This design comes from an exercise in tuning for small area, a short achievable clock period and few clock cycles per item on the open sky130 flow, not from production work.
In this exercise RTL edits were held to simulation tests only and were not proved equivalent to the original.
Power is estimated from default activity; no workload was simulated.

==> flow/design.v <==
`timescale 1ns / 1ps
package vmdiv_pkg;
  localparam int unsigned DataW = 32;
  typedef enum logic [2:0] {
    OP_DIV  = 3'd0,
    OP_MOD  = 3'd1,
    OP_SHL  = 3'd2,
    OP_SHRL = 3'd3,
    OP_SHRA = 3'd4,
    OP_SEXS = 3'd5,
    OP_SEXB = 3'd6,
    OP_NONE = 3'd7
  } op_t;
  typedef enum logic [1:0] {
    S_IDLE = 2'd0,   
    S_OUT  = 2'd1,   
    S_NORM = 2'd2,   
    S_ITER = 2'd3    
  } st_t;
  function automatic logic [5:0] lzc(input logic [31:0] v);
    logic [15:0]     z1;
    logic [15:0]     n1;
    logic [7:0]      z2;
    logic [7:0][1:0] n2;
    logic [3:0]      z3;
    logic [3:0][2:0] n3;
    logic [1:0]      z4;
    logic [1:0][3:0] n4;
    for (int i = 0; i < 16; i++) begin
      z1[i] = !(v[2*i+1] || v[2*i]);
      n1[i] = !v[2*i+1];
    end
    for (int i = 0; i < 8; i++) begin
      z2[i] = z1[2*i+1] && z1[2*i];
      n2[i] = z1[2*i+1] ? {1'b1, n1[2*i]} : {1'b0, n1[2*i+1]};
    end
    for (int i = 0; i < 4; i++) begin
      z3[i] = z2[2*i+1] && z2[2*i];
      n3[i] = z2[2*i+1] ? {1'b1, n2[2*i]} : {1'b0, n2[2*i+1]};
    end
    for (int i = 0; i < 2; i++) begin
      z4[i] = z3[2*i+1] && z3[2*i];
      n4[i] = z3[2*i+1] ? {1'b1, n3[2*i]} : {1'b0, n3[2*i+1]};
    end
    if (z4[1] && z4[0]) lzc = 6'd32;
    else lzc = z4[1] ? {2'b01, n4[0]} : {2'b00, n4[1]};
  endfunction
endpackage
`timescale 1ns / 1ps
module vmdiv_front (
  input  logic [31:0] din,
  input  logic [4:0]  amt,
  input  logic        left,
  input  logic        fill,
  output logic [31:0] dout
);
  logic [31:0] x, y;
  always_comb begin
    for (int i = 0; i < 32; i++) x[i] = left ? din[31-i] : din[i];
    y = 32'($signed({fill, x}) >>> amt);
    for (int i = 0; i < 32; i++) dout[i] = left ? y[31-i] : y[i];
  end
endmodule
`timescale 1ns / 1ps
module vmdiv_div_step (
  input  logic [31:0] r,
  input  logic [31:0] d,
  input  logic        sa,
  output logic [31:0] t,
  output logic        take
);
  logic [32:0] x, y, p, s;
  logic [31:0] g, pp;
  always_comb begin
    x  = {r[31], r};
    y  = ~{sa, d};
    p  = x ^ y;
    g  = x[31:0] & y[31:0];
    pp = p[31:0];
    g[0] = g[0] | pp[0];   
    for (int l = 0; l < 5; l++)
      for (int i = (2 << l) - 1; i < 32; i += (2 << l)) begin
        g[i]  = g[i] | (pp[i] & g[i - (1 << l)]);
        pp[i] = pp[i] & pp[i - (1 << l)];
      end
    for (int l = 3; l >= 0; l--)
      for (int i = (2 << l) + (1 << l) - 1; i < 32; i += (2 << l)) begin
        g[i]  = g[i] | (pp[i] & g[i - (1 << l)]);
        pp[i] = pp[i] & pp[i - (1 << l)];
      end
    s    = p ^ {g, 1'b1};
    t    = s[31:0];
    take = sa ? (s[32] || (&p)) : !s[32];
  end
endmodule
`timescale 1ns / 1ps
module vm_signed_divide_shift_alu (
  input  logic        clk,
  input  logic        rst,
  input  logic        in_valid,
  output logic        in_ready,
  input  logic [2:0]  in_mode,
  input  logic [31:0] in_operand_a,
  input  logic [31:0] in_operand_b,
  output logic        out_valid,
  input  logic        out_ready,
  output logic [31:0] out_result,
  output logic        out_divide_error
);
  vmdiv_pkg::st_t st, st_n;
  logic [2:0]  md;
  logic [31:0] r_q, q_q, b_q;    
  logic        sa, nb, dz, ee;   
  logic [4:0]  cnt;
  logic [5:0]  lza_q, lzb_q;     
  logic        pa_q, pb_q;       
  logic        rdy;
  logic [31:0] o_q;
  logic        oerr, ov, o2v, o2err;
  logic        ofree, accept, is_div, in_div, res_v, o2v_n;
  logic [31:0] res;
  logic        res_err;
  assign is_div = (md[2:1] == 2'b00);
  assign in_div = (in_mode[2:1] == 2'b00);
  assign ofree  = !ov || out_ready;
  assign accept = in_valid && rdy;
  logic [5:0] lza, lzb;
  logic       pa, pb, bz;
  logic [6:0] dd;
  assign lza = vmdiv_pkg::lzc(in_operand_a ^ {32{in_operand_a[31]}});
  assign lzb = vmdiv_pkg::lzc(in_operand_b ^ {32{in_operand_b[31]}});
  assign pa  = in_operand_a[31] && ((~in_operand_a[31:1] & in_operand_a[30:0]) == '0);
  assign pb  = in_operand_b[31] && ((~in_operand_b[31:1] & in_operand_b[30:0]) == '0);
  assign bz  = (in_operand_b == '0);
  assign dd  = 7'(lzb_q) - 7'(lza_q) + 7'(pa_q) - 7'(pb_q);
  logic        norm, sh_left, sh_fill, bad;
  logic [31:0] negq, sh_in, sh_out;
  logic [4:0]  sh_amt;
  logic [31:0] qor;
  always_comb begin
    qor = q_q;
    for (int l = 0; l < 5; l++)
      for (int i = (2 << l) - 1; i < 32; i += (2 << l)) qor[i] = qor[i] | qor[i - (1 << l)];
    for (int l = 3; l >= 0; l--)
      for (int i = (2 << l) + (1 << l) - 1; i < 32; i += (2 << l)) qor[i] = qor[i] | qor[i - (1 << l)];
  end
  assign negq    = q_q ^ {qor[30:0], 1'b0};
  assign norm    = (st == vmdiv_pkg::S_NORM);
  assign sh_in   = norm ? (nb ? negq : q_q) : r_q;
  assign sh_left = norm || (md == vmdiv_pkg::OP_SHL);
  assign sh_amt  = norm ? dd[4:0] : q_q[4:0];
  assign sh_fill = !norm && (md == vmdiv_pkg::OP_SHRA) && r_q[31];
  assign bad     = q_q[31] || (q_q[30:5] != '0);
  vmdiv_front u_front (.din(sh_in), .amt(sh_amt), .left(sh_left), .fill(sh_fill), .dout(sh_out));
  logic [31:0] t;
  logic        take;
  vmdiv_div_step u_step (.r(r_q), .d(b_q), .sa(sa), .t(t), .take(take));
  always_comb begin
    res     = '0;
    res_err = 1'b0;
    unique case (md)
      vmdiv_pkg::OP_DIV:  begin
        res     = (ee || dz) ? '0 : nb ? negq : q_q;
        res_err = dz;
      end
      vmdiv_pkg::OP_MOD:  begin
        res     = dz ? '0 : r_q;
        res_err = dz;
      end
      vmdiv_pkg::OP_SHL:  res = bad ? '0 : sh_out;
      vmdiv_pkg::OP_SHRL: res = bad ? '0 : sh_out;
      vmdiv_pkg::OP_SHRA: res = bad ? {32{r_q[31]}} : sh_out;
      vmdiv_pkg::OP_SEXS: res = {{16{r_q[15]}}, r_q[15:0]};
      vmdiv_pkg::OP_SEXB: res = {{24{r_q[7]}}, r_q[7:0]};
      default: res = '0;
    endcase
  end
  assign res_v = (st == vmdiv_pkg::S_OUT) && !o2v;
  always_comb begin
    st_n = st;
    unique case (st)
      vmdiv_pkg::S_OUT:  if (!o2v) st_n = vmdiv_pkg::S_IDLE;
      vmdiv_pkg::S_NORM: if (!o2v) st_n = dd[6] ? vmdiv_pkg::S_OUT : vmdiv_pkg::S_ITER;
      vmdiv_pkg::S_ITER: if (cnt == '0) st_n = vmdiv_pkg::S_OUT;
      default: ;
    endcase
    if (accept) st_n = (in_div && !bz) ? vmdiv_pkg::S_NORM : vmdiv_pkg::S_OUT;
  end
  assign o2v_n = o2v ? !ofree : (res_v && !ofree);
  always_ff @(posedge clk) begin
    if (rst) begin
      st  <= vmdiv_pkg::S_IDLE;
      ov  <= 1'b0;
      o2v <= 1'b0;
      rdy <= 1'b1;
    end else begin
      st  <= st_n;
      o2v <= o2v_n;
      rdy <= !o2v_n && (st_n == vmdiv_pkg::S_IDLE || st_n == vmdiv_pkg::S_OUT);
      if (o2v ? ofree : (res_v && ofree)) ov <= 1'b1;
      else if (out_ready) ov <= 1'b0;
    end
  end
  always_ff @(posedge clk) begin
    unique case (st)
      vmdiv_pkg::S_NORM: if (!o2v) begin
        b_q <= sh_out;
        q_q <= '0;
        cnt <= dd[4:0];
        ee  <= dd[6];
      end
      vmdiv_pkg::S_ITER: begin
        if (take) r_q <= t;
        q_q <= {q_q[30:0], take};
        b_q <= {sa, b_q[31:1]};
        cnt <= cnt - 5'd1;
      end
      default: ;
    endcase
    if (accept) begin
      r_q <= in_operand_a;
      q_q <= in_operand_b;
      md  <= in_mode;
      sa  <= in_operand_a[31];
      nb  <= in_operand_a[31] ^ in_operand_b[31];
      dz  <= bz;
      ee    <= bz;
      lza_q <= lza;
      lzb_q <= lzb;
      pa_q  <= pa;
      pb_q  <= pb;
    end
    if (o2v) begin
      if (ofree) begin
        o_q  <= b_q;
        oerr <= o2err;
      end
    end else if (res_v) begin
      if (ofree) begin
        o_q  <= res;
        oerr <= res_err;
      end else begin
        b_q   <= res;
        o2err <= res_err;
      end
    end
  end
  assign in_ready         = rdy;
  assign out_valid        = ov;
  assign out_result       = o_q;
  assign out_divide_error = oerr;
endmodule
==> flow/run.sh <==
#!/bin/bash
# synth_recipe.tcl (not shown) runs the flow's synth.tcl, then flattens the netlist and writes it again
# the make line also repeats each setting of config.mk as NAME=value (left out here)
make -C /OpenROAD-flow-scripts/flow DESIGN_CONFIG=/design/flow/config.mk WORK_HOME=/design/flow/orfs CLKGATE_MAP_FILE= SYNTH_SCRIPT=/design/flow/synth_recipe.tcl finish
==> flow/config.mk <==
export PLATFORM = sky130hd
export DESIGN_NAME = vm_signed_divide_shift_alu
export DESIGN_NICKNAME = vm_signed_divide_shift_alu
export VERILOG_FILES = /design/flow/design.v
export SDC_FILE = /design/flow/constraint.sdc
export NUM_CORES = 4
export LEC_CHECK = 0
export ABC_AREA = 1
export CAP_MARGIN = 20
export CORE_MARGIN = 2
export CORE_UTILIZATION = 55
export CTS_BUF_LIST = sky130_fd_sc_hd__clkbuf_4 sky130_fd_sc_hd__clkbuf_8
export SETUP_SLACK_MARGIN = 5
export SLEW_MARGIN = 20
==> flow/constraint.sdc <==
create_clock -name core_clock -period 13.5 [get_ports {clk}]
set_input_delay 2.7000 -clock core_clock [delete_from_list [all_inputs] [get_ports {clk}]]
set_output_delay 2.7000 -clock core_clock [all_outputs]
set_load 0.01 [all_outputs]
==> results.json <==
{
  "synthToLayoutAreaGrowth_pct": 10.3,
  "final.min_clock_period_ps": 5430,
  "clockBufferDepth": 2,
  "numCtsBuffers": 17,
  "synthCells": 2414,
  "async_reset_ff_frac": 0,
  "finClkSkew_ps": 26.7,
  "tns_ps": 0,
  "synthesis.nets": 2569,
  "grt_pass1_vias": 16282,
  "cts_sinks": 161,
  "hpwl_um": 49200,
  "vdd_drop_max_v": 0.0000902,
  "core_sq_um": 27900,
  "clk_pin_slew_ps": 120,
  "routed-via-count": 18049,
  "syn_area_sq_um": 15600,
  "routed_via_density": 6.37,
  "netlist.area_leader.share": 0.239,
  "synth_area_per_cell_sq_um": 6.45,
  "wl_per_cell_um": 22.6,
  "status": "finished clean",
  "yosysTopAreaCell": "edfxtp_1",
  "whs_path_depth": 2,
  "drt-initial-drc-count": 2951,
  "die_h_um": 172,
  "synth_cell_types": 54,
  "synth-main-ff-cell": "edfxtp_1",
  "io_buffers": 105,
  "p_total_mw": 3.14,
  "dieArea_sq_um": 29700,
  "final_antenna_net_count": 0,
  "grt_pass1_wl_um": 94600,
  "drt-total-wl_um": 64100,
  "yosys_warnings": 3,
  "layout-drive-gt1-share": 0.0358,
  "worstHoldPathType": "flop to flop",
  "ys_ff_latch": 161,
  "die_x_um": 172,
  "cts_max_level": 4,
  "start_kind": "input pin",
  "ctsHoldBuffers": 0,
  "cellPowerDensity_nw_per_um2": 183,
  "rsz0062_at_grt": "false",
  "antenna_cells": 0,
  "grt_max_degree": 100,
  "finalHoldViolCount": 0,
  "ff2ff_path_depth": 31,
  "relSlewSlack": 0.175,
  "rows": 61,
  "fin_crit_sh": 0.402,
  "antenna_found_initial": 2,
  "slew_viol_final": 0,
  "n_fill_cell": 2632,
  "clockRootBuffer": "clkbuf_8",
  "crit_path_end_kind": "flop",
  "path_max_fanout": 30,
  "ctsResizeCount": 0,
  "drc": 0,
  "synth-edff-count": 124,
  "p_leak_nw": 8.01,
  "max_freq_mhz": 184,
  "required_ps": 13730,
  "num-nets-final": 2597,
  "cts_setup_buffers": 0,
  "gp_congestion": 1.07,
  "max_cap_violations": 0,
  "cp.arrival_ps": 5660,
  "worst_pin_slew_ps": 1210,
  "start_util": 0.559,
  "clock_latency_ps": 510,
  "pin_count": 106,
  "track_usage": 0.431,
  "multi_input_area_sq_um": 9530,
  "drt-pass1-iter-count": 9,
  "synthTopCellsByArea": "edfxtp_1, nand2_1, nand3_1, inv_1, ha_1",
  "cts_tree": "built",
  "path_class": "input pin to flop",
  "regArea_sq_um": 4460,
  "yosysSeqAreaShare": 0.287,
  "gr-total-overflow": 0,
  "setup_viol": 0
}
[metal layers]
metal | share of wire | vias up | GRT usage
met3 | 0.12 | 271 | 0.0888
met2 | 0.42 | 1402 | 0.646
met4 | 0.086 | 2 | 0.312
li1 | - | 8229 | -
met1 | 0.37 | 8145 | 0.553
met5 | 0.00019 | - | 0
[power by group]
group / switching (mW) / internal, mW / leakage, nW
combinational: 1.21 / 0.618 / 6.27
clock: 0.230 / 0.143 / 0.209
sequential: 0.220 / 0.715 / 1.52
total: 1.66 / 1.48 / 8.01
[flip-flops by register name (all words and copies together), names as in the netlist, 2 cells and up]
signal	flops
st	2
lzb_q	6
r_q	32
o_q	32
b_q	32
cnt	5
md	3
q_q	32
lza_q	6
[metrics by stage]
stage / util / instance area (sq um) / hold WS, ps / worst slack (ps) / std cells
finish: 0.616 / 17200 / 581 / 8070 / 2833
global route: 0.616 / 17200 / 618 / 7760 / 2833
CTS: 0.616 / 17200 / 591 / 8070 / 2833
detailed placement: 0.601 / 16700 / 552 / 7540 / 2801
global placement: 0.601 / 16700 / 516 / 7630 / 2801
floorplan: - / 15600 / 495 / 8920 / 2414
[layout by cell type, fill, tap and decap left out, types with 30 or more instances in the layout]
cell,n
nor2_1,133
a221oi_1,30
inv_1,266
ha_1,65
a21oi_1,65
dfxtp_1,37
nand3_1,494
o21ai_0,150
edfxtp_1,124
nand2_1,702
clkdlybuf4s50_1,105
[synth_stat cells (27+ instances only)]
master	n
nand2_1	703
nand3_1	494
inv_1	267
o21ai_0	150
nor2_1	134
edfxtp_1	124
a21oi_1	65
ha_1	65
clkbuf_1	58
dfxtp_1	37
a221oi_1	30
buf_2	27
[area by class of cell]
class / count / area share
tap: 378 / 0.0276
clock inverter: 15 / 0.0104
timing repair buffer: 128 / 0.0713
sequential: 161 / 0.260
multi-input combinational: 1854 / 0.556
clock buffer: 17 / 0.0136
inverter: 280 / 0.0613
[kinds of logic after synthesis]
group,after synthesis,synth area share
muxes,1,0.000643
DFF,161,0.287
buffers and inverters,399,0.101
AOI/OAI and AO/OA,343,0.131
adders and majority gates,84,0.0767
xor gates and xnor gates,23,0.0129
and+or+nand+nor,1403,0.391
[path summary, 6_finish.rpt]
path                    startpoint                endpoint  slack, ps
setup / recovery  in_operand_b[31]  lzb_q[3]$_SDFFCE_PP0P_       8070
hold / removal     o2err$_DFFE_PP_          oerr$_DFFE_PP_        580
setup reg to reg  q_q[0]$_DFFE_PP_        o_q[3]$_DFFE_PP_       8440
hold reg to reg    o2err$_DFFE_PP_          oerr$_DFFE_PP_        580
[critical path: stages]
cell and delay (ps):
clkdlybuf4s50_1 1160, nand2_1 150, o21ai_0 240, inv_1 90, nor2_1 270, nand2_1 180, nor4_1 470, inv_1 120
nor2_1 190, a211oi_1 70
Testbench counts, summed over its fixed seeds: cycles 21,697, items 8,000.

separate check: timing with driven ports:
In the flow no input, the clock included, has a driving cell. The finished layout below was timed again as built, in two steps. Step 1 assumes that a clkbuf_16 drives the clock port and a buf_2 every other input. Step 2 times the ports against the registers' clock, not the clock port: input delays grow and output delays shrink by t, the midpoint of the rising clock arrivals with the driver on. Slacks: ideal ports / drivers / drivers and shift; pairs: ideal ports / drivers.
t, ns: 0.551
setup slack, ns: 8.069 / 8.095 / 7.544
worst register clock-pin slew, ns: 0.12 / 0.12
pins driven straight from the clock port: 1
After both steps setup and hold are still met in this run. For this run, drivers alone change the setup slack by +0.026 ns; drivers and shift together by -0.525 ns.
